This design comes from an exercise in tuning for small area and a short achievable clock period on the open sky130 flow, not from production work.
Only simulation tests tie the RTL to the original design; equivalence was not proved.
Power figures rest on the tool's default switching activity, not on a simulated workload.

trial 39:
==> module goodness_tracker, before the edit <==
module goodness_tracker
#(
  parameter int CORE_NUM            = 4,
  parameter int POST_NEUR_PARALLEL  = 8,
  parameter int POST_NEUR_MEM_WIDTH = 13,
  parameter int GOODNESS_WIDTH      = 24
) (
  input  logic                                                    clk,
  input  logic                                                    rst,
  input  logic [CORE_NUM-1:0]                                     core_valid,
  input  logic [CORE_NUM-1:0]                                     core_last,
  input  logic [CORE_NUM-1:0]                                     core_clear,
  input  logic [CORE_NUM*POST_NEUR_PARALLEL*POST_NEUR_MEM_WIDTH-1:0] core_mem_bus,
  input  logic                                                    mode,
  input  logic [3:0]                                              avg_shift,
  input  logic [GOODNESS_WIDTH-1:0]                               theta,
  output logic [CORE_NUM*GOODNESS_WIDTH-1:0]                      sample_bus,
  output logic [CORE_NUM*GOODNESS_WIDTH-1:0]                      avg_bus,
  output logic [CORE_NUM-1:0]                                     done,
  output logic [CORE_NUM-1:0]                                     above_theta
);
  localparam int P     = POST_NEUR_PARALLEL;
  localparam int M     = POST_NEUR_MEM_WIDTH;
  localparam int G     = GOODNESS_WIDTH;
  localparam int T_W   = 28;    
  localparam int NCUT  = 103;   
  localparam logic [G-1:0] G_MAX = '1;
  for (genvar c = 0; c < CORE_NUM; c++) begin : g_core
    logic             s1_valid;
    logic             s1_last;     
    logic             s2_valid;    
    logic             seeded;
    logic             done_q;
    logic             above_q;
    logic [G-1:0]     acc_q;
    logic [G-1:0]     sample_q;
    logic [G-1:0]     avg_q;
    logic [NCUT-1:0]  cut_q;       
    logic [P*(M-1)-1:0] ny;
    logic [P*(M-1)-1:0] nl;
    logic [NCUT-1:0]  cut;
    logic [T_W-1:0]   tot_s;
    logic [T_W-1:0]   tot_c;
    logic [T_W-1:0]   tot;
    logic [G-1:0]     acc_sat;
    logic             sat;
    logic [G-1:0]     cmp_s;
    logic [G-1:0]     cmp_c;
    logic             gt;
    logic             above_d;
    logic [3:0]       sh;
    logic [G-1:0]     avg_dn;
    logic [G-1:0]     smp_dn;
    logic [G-1:0]     ema_s;
    logic [G-1:0]     ema_c;
    logic [G-1:0]     avg_next;
    for (genvar n = 0; n < P; n++) begin : g_neur
      logic [M-1:0] v;
      assign v = core_mem_bus[(c*P+n)*M +: M];
      assign ny[n*(M-1) +: M-1] = ~(v[M-2:0] & {(M-1){mode & ~v[M-1]}});
      assign nl[n*(M-1) +: M-1] = ~(v[M-2:0] & {(M-1){~mode & ~v[M-1]}});
    end
    goodness_beat_reduce u_reduce (
      .ny  (ny),
      .nl  (nl),
      .cut (cut)
    );
    always_ff @(posedge clk) begin
      cut_q <= cut;
    end
    goodness_acc_tree u_acc (
      .cut   (cut_q),
      .acc   (acc_q),
      .sum_s (tot_s),
      .sum_c (tot_c)
    );
    assign tot     = tot_s + tot_c;
    assign sat     = |tot[T_W-1:G];
    assign acc_sat = sat ? G_MAX : tot[G-1:0];
    for (genvar i = 0; i < G; i++) begin : g_cmp
      goodness_fa u_fa (
        .a  (tot_s[i]),
        .b  (tot_c[i]),
        .c  (~theta[i]),
        .s  (cmp_s[i]),
        .co (cmp_c[i])
      );
    end
    goodness_gt u_gt (
      .a  (cmp_s),
      .b  (cmp_c),
      .gt (gt)
    );
    assign above_d = sat ? ~&theta : gt;
    assign sh       = avg_shift;
    assign avg_dn   = avg_q >> sh;
    assign smp_dn   = sample_q >> sh;
    for (genvar i = 0; i < G; i++) begin : g_ema
      goodness_fa u_fa (
        .a  (avg_q[i]),
        .b  (smp_dn[i]),
        .c  (~avg_dn[i]),
        .s  (ema_s[i]),
        .co (ema_c[i])
      );
    end
    goodness_add24 u_ema_add (
      .a (ema_s),
      .b ({ema_c[G-2:0], 1'b1}),
      .y (avg_next)
    );
    always_ff @(posedge clk or posedge rst) begin
      if (rst) begin
        s1_valid <= 1'b0;
        s1_last  <= 1'b0;
        s2_valid <= 1'b0;
        seeded   <= 1'b0;
        done_q   <= 1'b0;
        above_q  <= 1'b0;
        acc_q    <= '0;
        sample_q <= '0;
        avg_q    <= '0;
      end else if (core_clear[c]) begin
        s1_valid <= 1'b0;
        s1_last  <= 1'b0;
        s2_valid <= 1'b0;
        seeded   <= 1'b0;
        done_q   <= 1'b0;
        above_q  <= 1'b0;
        acc_q    <= '0;
        sample_q <= '0;
        avg_q    <= '0;
      end else begin
        s1_valid <= core_valid[c];
        s1_last  <= core_valid[c] & core_last[c];
        done_q   <= s2_valid;
        s2_valid <= s1_last;
        if (s2_valid) begin
          avg_q  <= seeded ? avg_next : sample_q;
          seeded <= 1'b1;
        end
        if (s1_valid) begin
          if (s1_last) begin
            sample_q <= acc_sat;
            above_q  <= above_d;
            acc_q    <= '0;
          end else begin
            acc_q    <= acc_sat;
          end
        end
      end
    end
    assign sample_bus[c*G +: G] = sample_q;
    assign avg_bus[c*G +: G]    = avg_q;
    assign done[c]              = done_q;
    assign above_theta[c]       = above_q;
  end
endmodule
Settings: LEC_CHECK=0, CAP_MARGIN=20, CORE_MARGIN=2, CORE_UTILIZATION=38, SETUP_SLACK_MARGIN=5, SLEW_MARGIN=20, SYNTH_HIERARCHICAL=1, SYNTH_MINIMUM_KEEP_SIZE=0, TNS_END_PERCENT=10; clock period 15.0 ns.
standard.sh (not shown) runs the stock make flow with config.mk's settings and CLKGATE_MAP_FILE= SYNTH_SCRIPT=/design/flow/synth_recipe.tcl, a recipe that flattens the netlist after the stock synthesis.
==> flow/flow/run.sh <==
#!/bin/bash
set -euo pipefail
bash standard.sh SETUP_SLACK_MARGIN=8.5 \
  "BUFFER_PORTS_ARGS=-buffer_cell sky130_fd_sc_hd__buf_1" finish > standard_flow.log 2>&1
Here is what was changed in the inputs of build 56 compared with trial 39.
diff --git a/flow/design.v b/flow/design.v
--- a/flow/design.v
+++ b/flow/design.v
@@ -3662,10 +3662,10 @@
       .b  (cmp_c),
       .gt (gt)
     );
     assign above_d = sat ? ~&theta : gt;
-    assign sh       = avg_shift;
-    assign avg_dn   = avg_q >> sh;
+    assign sh       = avg_shift & {4{seeded}};
+    assign avg_dn   = avg_q >> avg_shift;
     assign smp_dn   = sample_q >> sh;
     for (genvar i = 0; i < G; i++) begin : g_ema
       goodness_fa u_fa (
         .a  (avg_q[i]),
@@ -3706,9 +3706,9 @@
         s1_last  <= core_valid[c] & core_last[c];
         done_q   <= s2_valid;
         s2_valid <= s1_last;
         if (s2_valid) begin
-          avg_q  <= seeded ? avg_next : sample_q;
+          avg_q  <= avg_next;
           seeded <= 1'b1;
         end
         if (s1_valid) begin
           if (s1_last) begin
Results
Sort build 56 and trial 39 by switching component of the power asc -> top: trial 39
Synthesized area (build 56 vs. trial 39) decreases slightly
On share of post-route cells with drive strength above 1: build 56 sits below trial 39.
Changes observed in build 56 relative to trial 39: met1 wire length went up by about 0.9%, first-pass GRT wire length went down by 22000 um.
Between trial 39 and build 56, relative contribution of the clock network to total power decreased.

separate check: timing with driven ports:
In the flow no input, the clock included, has a driving cell. The finished layouts below were timed again as built, in two steps.
Step 1: set_driving_cell puts a clkbuf_16 on clk and a buf_2 on each other input, an assumption about the parent block.
Step 2 times the ports against the registers' clock, not the clock port: input delays grow and output delays shrink by t, the midpoint of the rising clock arrivals with the driver on.
Slacks: ideal / step 1 / step 2; pairs: ideal / step 1.
| run | t (ns) | setup WS [ns] | worst slew at a driven data input, ns |
|---|---|---|---|
| trial 39 | 0.817 | 8.371 / 8.159 / 7.342 | 0.34 |
| build 56 | 0.818 | 8.343 / 8.265 / 7.447 | 0.29 |
After both steps every run listed still meets setup and hold. For trial 39, which loses most, drivers alone change the setup slack by -0.212 ns; drivers and shift together by -1.029 ns.
